Background: an optimization exercise with open tools, aiming at small area, a short achievable clock period and few clock cycles per item. Do not read the settings as production practice.
In this exercise RTL edits were held to simulation tests only and were not proved equivalent to the original.
No activity file was given, so power comes from the tool's default toggle rates.

## flow/run.sh

```bash
#!/bin/bash
# synth_recipe.tcl (not shown) runs the flow's synth.tcl, then flattens the netlist and writes it again
# the make line also repeats each setting of config.mk as NAME=value (left out here)
make -C /OpenROAD-flow-scripts/flow DESIGN_CONFIG=/design/flow/config.mk WORK_HOME=/design/flow/orfs CLKGATE_MAP_FILE= SYNTH_SCRIPT=/design/flow/synth_recipe.tcl finish
```

## flow/config.mk

```make
export PLATFORM = sky130hd
export DESIGN_NAME = cache_tag_lookup_fifo_lru
export DESIGN_NICKNAME = cache_tag_lookup_fifo_lru
export VERILOG_FILES = /design/flow/design.v
export SDC_FILE = /design/flow/constraint.sdc
export NUM_CORES = 4
export LEC_CHECK = 0
export CAP_MARGIN = 20
export CORE_MARGIN = 2
export CORE_UTILIZATION = 25
export PLACE_DENSITY = 0.35
export SLEW_MARGIN = 20
export SYNTH_MEMORY_MAX_BITS = 16384
```

## flow/constraint.sdc

```tcl
create_clock -name core_clock -period 8.0 [get_ports {clk}]
set_input_delay 1.6000 -clock core_clock [delete_from_list [all_inputs] [get_ports {clk}]]
set_output_delay 1.6000 -clock core_clock [all_outputs]
set_load 0.01 [all_outputs]
```

## flow/design.v

```verilog
`timescale 1ns / 1ps
module cache_tag_lookup_fifo_lru #(
    parameter int MAX_LINES_LOG2 = 6
)(
    input  logic                 clk,
    input  logic                 rst_n,
    input  logic                 start,
    output logic                 busy,
    input  logic [31:0]          address,
    output logic                 done,
    output logic                 evicted,
    output logic [31:0]          victim_tag,
    input  logic                 cfg_valid,
    output logic                 cfg_ready,
    input  logic [2:0]           cfg_index,
    input  logic [31:0]          cfg_data
);
    localparam int ADDR_W = 32;
    localparam int TAG_W  = 32;
    localparam int CFG_IDX_W = 3;
    localparam logic [1:0] MODE_DIRECT = 2'd0;
    localparam logic [1:0] MODE_FOUR   = 2'd1;
    localparam logic [CFG_IDX_W-1:0] REG_ASSOC   = 3'd0;
    localparam logic [CFG_IDX_W-1:0] REG_POLICY  = 3'd1;
    localparam logic [CFG_IDX_W-1:0] REG_LINES   = 3'd2;
    localparam logic [CFG_IDX_W-1:0] REG_OFFSET  = 3'd3;
    localparam logic [5:0] ST_IDLE  = 6'b000001;
    localparam logic [5:0] ST_SCAN  = 6'b000010;
    localparam logic [5:0] ST_SHIFT = 6'b000100;
    localparam logic [5:0] ST_DONE  = 6'b001000;
    localparam int DEPTH = 1 << MAX_LINES_LOG2;
    localparam int AW    = MAX_LINES_LOG2;
    localparam int CW    = AW + 1;
    logic [1:0] assoc_reg;
    logic       policy_reg;
    logic [3:0] lines_reg;
    logic [4:0] offset_reg;
    logic [TAG_W-1:0] mem [DEPTH];
    logic [TAG_W-1:0] rd_data;
    logic [DEPTH-1:0] valid_reg;
    logic             mem_we;
    logic [AW-1:0]    mem_waddr;
    logic [TAG_W-1:0] mem_wdata;
    logic [AW-1:0]    mem_raddr;
    logic [5:0] state_reg, state_next;
    logic [TAG_W-1:0] tag_reg;
    logic [AW-1:0]    base_reg;
    logic [CW-1:0]    ways_reg;
    logic [CW-1:0]    rd_cnt_reg;    
    logic [CW-1:0]    chk_cnt_reg;   
    logic             chk_vld_reg;
    logic [CW-1:0]    shift_end_reg;
    logic             ev_reg;
    logic [TAG_W-1:0] vt_reg;
    logic [3:0]  eff_l;
    logic [3:0]  idx_bits;
    logic [CW-1:0] ways;
    logic [5:0]  shift;
    logic [31:0] set_val;
    logic [TAG_W-1:0] tag_val;
    logic [AW-1:0] base_val;
    always_comb
    begin
        eff_l = lines_reg;
        if (eff_l < 4'd2) eff_l = 4'd2;
        if (eff_l > 4'(MAX_LINES_LOG2)) eff_l = 4'(MAX_LINES_LOG2);
        case (assoc_reg)
            MODE_DIRECT:
            begin
                idx_bits = eff_l;
                ways = CW'(1);
            end
            MODE_FOUR:
            begin
                idx_bits = eff_l - 4'd2;
                ways = CW'(4);
            end
            default:
            begin
                idx_bits = 4'd0;
                ways = CW'(1) << eff_l;
            end
        endcase
        set_val  = (address >> offset_reg) & ((32'd1 << idx_bits) - 32'd1);
        shift    = 6'(offset_reg) + 6'(idx_bits);
        tag_val  = (shift >= 6'd32) ? '0 : (address >> shift);
        case (assoc_reg)
            MODE_DIRECT: base_val = AW'(set_val);
            MODE_FOUR:   base_val = AW'(set_val << 2);
            default:     base_val = '0;
        endcase
    end
    wire accept  = start && !busy;
    wire cfg_hit = cfg_valid && cfg_ready && (cfg_index <= 3'(REG_OFFSET));
    assign busy      = (state_reg != ST_IDLE);
    assign cfg_ready = (state_reg == ST_IDLE);
    always_ff @(posedge clk or negedge rst_n)
    begin
        if (!rst_n)
        begin
            assoc_reg  <= MODE_DIRECT;
            policy_reg <= 1'b0;
            lines_reg  <= 4'd8;
            offset_reg <= 5'd4;
        end
        else if (cfg_valid && cfg_ready)
        begin
            case (cfg_index)
                3'(REG_ASSOC):  assoc_reg  <= cfg_data[1:0];
                3'(REG_POLICY): policy_reg <= cfg_data[0];
                3'(REG_LINES):  lines_reg  <= cfg_data[3:0];
                3'(REG_OFFSET): offset_reg <= cfg_data[4:0];
                default: ;
            endcase
        end
    end
    always_ff @(posedge clk)
    begin
        if (mem_we)
            mem[mem_waddr] <= mem_wdata;
        rd_data <= mem[mem_raddr];
    end
    wire [AW-1:0] chk_addr = base_reg + AW'(chk_cnt_reg);
    wire          chk_valid = valid_reg[chk_addr];
    wire          chk_last  = (chk_cnt_reg + CW'(1) == ways_reg);
    wire          src_valid = valid_reg[chk_addr];
    always_comb
    begin
        state_next = state_reg;
        mem_we     = 1'b0;
        mem_waddr  = chk_addr;
        mem_wdata  = rd_data;
        mem_raddr  = base_reg + AW'(rd_cnt_reg);
        case (state_reg)
            ST_IDLE:
            begin
                mem_raddr = base_val;
                if (accept)
                    state_next = ST_SCAN;
            end
            ST_SCAN:
            begin
                if (chk_vld_reg)
                begin
                    if (!chk_valid)
                    begin
                        mem_we = 1'b1;
                        mem_wdata = tag_reg;
                        state_next = ST_DONE;
                    end
                    else if (rd_data == tag_reg)
                    begin
                        if (policy_reg && !chk_last)
                            state_next = ST_SHIFT;
                        else
                            state_next = ST_DONE;
                    end
                    else if (chk_last)
                        state_next = ST_SHIFT;
                end
            end
            ST_SHIFT:
            begin
                if (chk_vld_reg)
                begin
                    mem_we = 1'b1;
                    mem_waddr = chk_addr - AW'(1);
                    if (chk_cnt_reg == shift_end_reg || !src_valid)
                    begin
                        mem_wdata = tag_reg;
                        state_next = ST_DONE;
                    end
                end
            end
            ST_DONE: state_next = ST_IDLE;
            default: state_next = ST_IDLE;
        endcase
    end
    always_ff @(posedge clk or negedge rst_n)
    begin
        if (!rst_n)
        begin
            state_reg   <= ST_IDLE;
            valid_reg   <= '0;
            chk_vld_reg <= 1'b0;
            ev_reg      <= 1'b0;
        end
        else
        begin
            state_reg <= state_next;
            if (cfg_hit)
                valid_reg <= '0;
            if (state_reg == ST_SCAN && chk_vld_reg && !chk_valid)
                valid_reg[chk_addr] <= 1'b1;
            case (state_reg)
                ST_IDLE:
                begin
                    chk_vld_reg <= accept;
                    ev_reg      <= 1'b0;
                end
                ST_SCAN:
                begin
                    if (state_next == ST_SHIFT)
                    begin
                        if (chk_vld_reg && chk_valid && rd_data == tag_reg)
                        begin
                            chk_vld_reg <= 1'b0;
                        end
                        else
                        begin
                            ev_reg      <= 1'b1;
                            chk_vld_reg <= 1'b0;
                        end
                    end
                    else if (state_next == ST_SCAN)
                        chk_vld_reg <= (rd_cnt_reg < ways_reg);
                    else
                        chk_vld_reg <= 1'b0;
                end
                ST_SHIFT:
                begin
                    chk_vld_reg <= 1'b1;
                    if (state_next != ST_SHIFT)
                        chk_vld_reg <= 1'b0;
                end
                default: chk_vld_reg <= 1'b0;
            endcase
        end
    end
    always_ff @(posedge clk)
    begin
        case (state_reg)
            ST_IDLE:
            begin
                tag_reg     <= tag_val;
                base_reg    <= base_val;
                ways_reg    <= ways;
                rd_cnt_reg  <= CW'(1);
                chk_cnt_reg <= '0;
                shift_end_reg <= ways;
                vt_reg      <= '0;
            end
            ST_SCAN:
            begin
                if (state_next == ST_SHIFT)
                begin
                    if (chk_vld_reg && chk_valid && rd_data == tag_reg)
                    begin
                        chk_cnt_reg <= chk_cnt_reg + CW'(1);
                        rd_cnt_reg  <= chk_cnt_reg + CW'(1);
                    end
                    else
                    begin
                        chk_cnt_reg <= CW'(1);
                        rd_cnt_reg  <= CW'(1);
                    end
                end
                else
                begin
                    if (chk_vld_reg)
                        chk_cnt_reg <= chk_cnt_reg + CW'(1);
                    rd_cnt_reg <= rd_cnt_reg + CW'(1);
                end
                if (chk_vld_reg && chk_cnt_reg == '0)
                    vt_reg <= rd_data;
            end
            ST_SHIFT:
            begin
                if (chk_vld_reg)
                begin
                    chk_cnt_reg <= chk_cnt_reg + CW'(1);
                    rd_cnt_reg  <= rd_cnt_reg + CW'(1);
                end
                else
                    rd_cnt_reg <= rd_cnt_reg + CW'(1);
            end
            default: ;
        endcase
    end
    assign done       = (state_reg == ST_DONE);
    assign evicted    = ev_reg;
    assign victim_tag = ev_reg ? vt_reg : '0;
endmodule
```

==> out/metrics.cfg <==
[place]
dp.cells=11770
place_ws_ns=1.067
place_congestion=0.7513
place_hpwl_um=194200
io_buffers=79

[detailed_routing]
drtIter0Drc=4701
postRouteAntennaNets=0
drt_wl_total_um=320800
wl_per_cell_um=26.16
vias_per_cell=4.707
first_pass_iters=6
vias=57740
remaining_drc_errors=0

[yosys]
synth-edff-count=2139
yosysSeqAreaShare=0.7210
yosysTopAreaCellShare=0.6914
yosysWarnings=1
ys_types=78
synth.avg_cell_area_sq_um=13.52
synth.area.top_cells=edfxtp_1 69%, nand2_1 7.5%, mux4_2 2.6%
async_flop_share=0.03725
synthFlopType=edfxtp_1
synth_top_area_cell=edfxtp_1
synthCells=6869
synth-seq-cells=2255
syn_area_sq_mm=0.09290

[worst_setup_path]
timing.critical_path.fanout_max=20
r2r_start=chk_cnt_reg[0]$_SDFFCE_PP0P_
crit_arrival_ns=7.07
crit_type=reg -> reg
crit_buf_inv=3
critPathLaunch=chk_cnt_reg[0]$_SDFFCE_PP0P_
worstPathRequired_ns=8.52
critical_path.cell_chain=ha_1 > fa_1 > buf_4 > mux4_2 > mux4_2 > mux4_2 > nor2b_1 > nand2_1 > nor2_1 > a21oi_4 > buf_4 > nor2_4 > buf_4
max_stage_delay_ns=0.84
slowest_stage=fa_1
cp-start-kind=register
critPathTopFamily=simple AND/OR/NAND/NOR gates
end_kind=register

[timing]
tightest_slew_ns=1.231
slew-limit-headroom=0.1760
worst_slack_ns=1.448
fmax_mhz=152.6
post-route-min-period_ns=6.552
period_share=0.8190
setup_viol=0
rsz0062_at_grt=false
slew_violations=0
skew_ns=0.04471
holdWs_ns=0.4741
fin_tns_setup_ns=0
finalHoldViolations=0

[grt]
grt_pass1_vias=57160
grt_pass1_wl_um=450100
grt_overflow_total=0
antenna_found_initial=18
grt_start_max_net_pins=146
groute.usage.overall=0.1672

[final_layout]
largest_register_ffs=2048
nets=7197
area_growth_pct=18.39
mostFrequentLayoutCell=edfxtp_1
fin_cells=12270
drive_gt1_frac=0.1307
final_cell_mix=2139 x edfxtp_1, 1814 x nand2_1, 428 x nand3_1, 280 x clkbuf_16, 277 x buf_4

[clock_tree]
htreeDepth=5
cts_buffers=267
cts_tree=done
insertion_delay_ns=0.90
postCtsSetupBuffers=0
clockBufferDepth=4
clk_pin_slew_ns=0.06
clock-root-buffer=clkbuf_16
post_cts_resized=0
ctsHoldBuffers=0
cts_sinks=2255

[floorplan]
core.rowCount=223
io_pins=107
dieArea_sq_mm=0.3765
die_h_um=613.6
initial_utilization=0.2515
core-area_sq_mm=0.3694
die_w_um=613.6

[power_and_ir_drop]
peakVddDrop_mv=0.1774
p_per_area_mw_per_mm2=325.1
p_leak_nw=36.41

[min_path]
hp-start=valid_reg[20]$_DFF_PN0_
hold_class=reg -> reg

[run_status]
status=finished clean

[job]
max_cap_violations=0

==> cell usage after synthesis, types with 23 or more instances <==
library cell and count:
a211oi_1 34, a21oi_1 182, a22oi_1 30, a311oi_1 154, a31oi_1 139, a32oi_1 41
and2_1 100, and3_1 130, buf_1 44, buf_2 109, clkbuf_1 247, dfrtp_1 81
dfxtp_1 32, edfxtp_1 2139, ha_1 30, inv_1 30, mux2_2 31, mux2i_1 141
mux4_2 108, nand2_1 1848, nand3_1 428, nand4_1 72, nor2_1 160, nor2b_1 39
nor4_1 48, o21ai_0 100, o22ai_1 38, xnor2_1 64, xor2_1 23
==> where the power goes <==
group / total (mW) / internal (mW) / switching (mW)
clock: 11.9 / 6.93 / 4.97
sequential: 15.2 / 14.8 / 0.391
combinational: 8.67 / 2.29 / 6.38
total: 35.8 / 24.0 / 11.7
==> worst register-to-register path, delay by kind of cell (launching register included) <==
kind	cells	cell delay (ns)
multiplexers	3	1.43
adder cells (fa/ha/maj)	2	1.12
flip-flops	1	0.54
AO/OA/AOI/OAI	1	0.09
buffers and inverters	3	1.21
AND/OR/NAND/NOR	4	1.75
==> area by class of cell <==
class | instances | area (sq um)
clock inverter | 118 | 1001
sequential | 2255 | 66980
fill | 37250 | 259400
tap | 4950 | 6193
antenna | 14 | 35.03
multi-input combinational | 4142 | 24630
timing repair buffer | 395 | 3647
clock buffer | 359 | 7373
inverter | 32 | 120.1
==> logic make-up (layout without fill, tap and decap cells) <==
kind of cell / count (synthesis) / after routing / share of synthesized area
and+or+nand+nor: 2893 / 2893 / 0.1350
DFF: 2255 / 2255 / 0.7210
AOI/OAI and AO/OA: 846 / 846 / 0.06272
buffers and inverters: 474 / 904 / 0.02319
muxes: 280 / 280 / 0.04513
xor gates and xnor gates: 87 / 87 / 0.008202
adders and majority gates: 33 / 33 / 0.004687
other: 1 / 17 / 0.00004037
==> final timing paths <==
check,end,slack (ns),cells after the start
max reg2reg,mem[0][15]$_DFFE_PP_,1.45,13
min in group asynchronous,valid_reg[40]$_DFF_PN0_,0.65,1
max,mem[0][15]$_DFFE_PP_,1.45,13
min reg2reg,valid_reg[20]$_DFF_PN0_,0.47,2
max in group asynchronous,state_reg[3]$_DFF_PN0_,6.23,2
min,valid_reg[20]$_DFF_PN0_,0.47,2
==> routing by layer <==
layer	up-vias	wire length, um	GRT usage
met5	-	13	0
met4	2	7099	0.04047
met3	383	16410	0.02761
met2	1326	149900	0.2717
met1	29860	147400	0.2320
li1	26160	-	-
==> through the flow <==
stage / area [sq um] / utilization / total power [mW]
2_1_floorplan: 92910 / - / 19.98
3_3_place_gp: 101500 / 0.2748 / 24.18
3_5_place_dp: 101500 / 0.2748 / 24.24
4_1_cts: 109900 / 0.2975 / 36.29
5_1_grt: 109900 / 0.2976 / 37.32
6_report: 110000 / 0.2977 / 35.75
Testbench counts, summed over its fixed seeds: cycles 122,451, requests 9,600.

-- re-timing with driven ports --
In the flow no input, the clock included, has a driving cell. The finished layout below was timed again as built, in two steps. Step 1 assumes that a clkbuf_16 drives the clock port and a buf_2 every other input. Step 2 moves the port delays by t, midway between the first and last clock arrival at a register: inputs arrive t later, outputs are due t later. That takes back most of the time a late clock gives input paths. a / b / c = ideal ports / drivers / drivers and shift; a / b = the first two.
t, ns: 0.977
slack for setup (ns): 1.448 / 1.448 / 0.899
worst setup path after step 2: input to register
worst register clock-pin slew, ns: 0.06 / 0.06
pins driven straight from the clock port: 1
After both steps setup and hold are still met in this run. For this run, drivers alone change the setup slack by 0.000 ns; drivers and shift together by -0.549 ns.
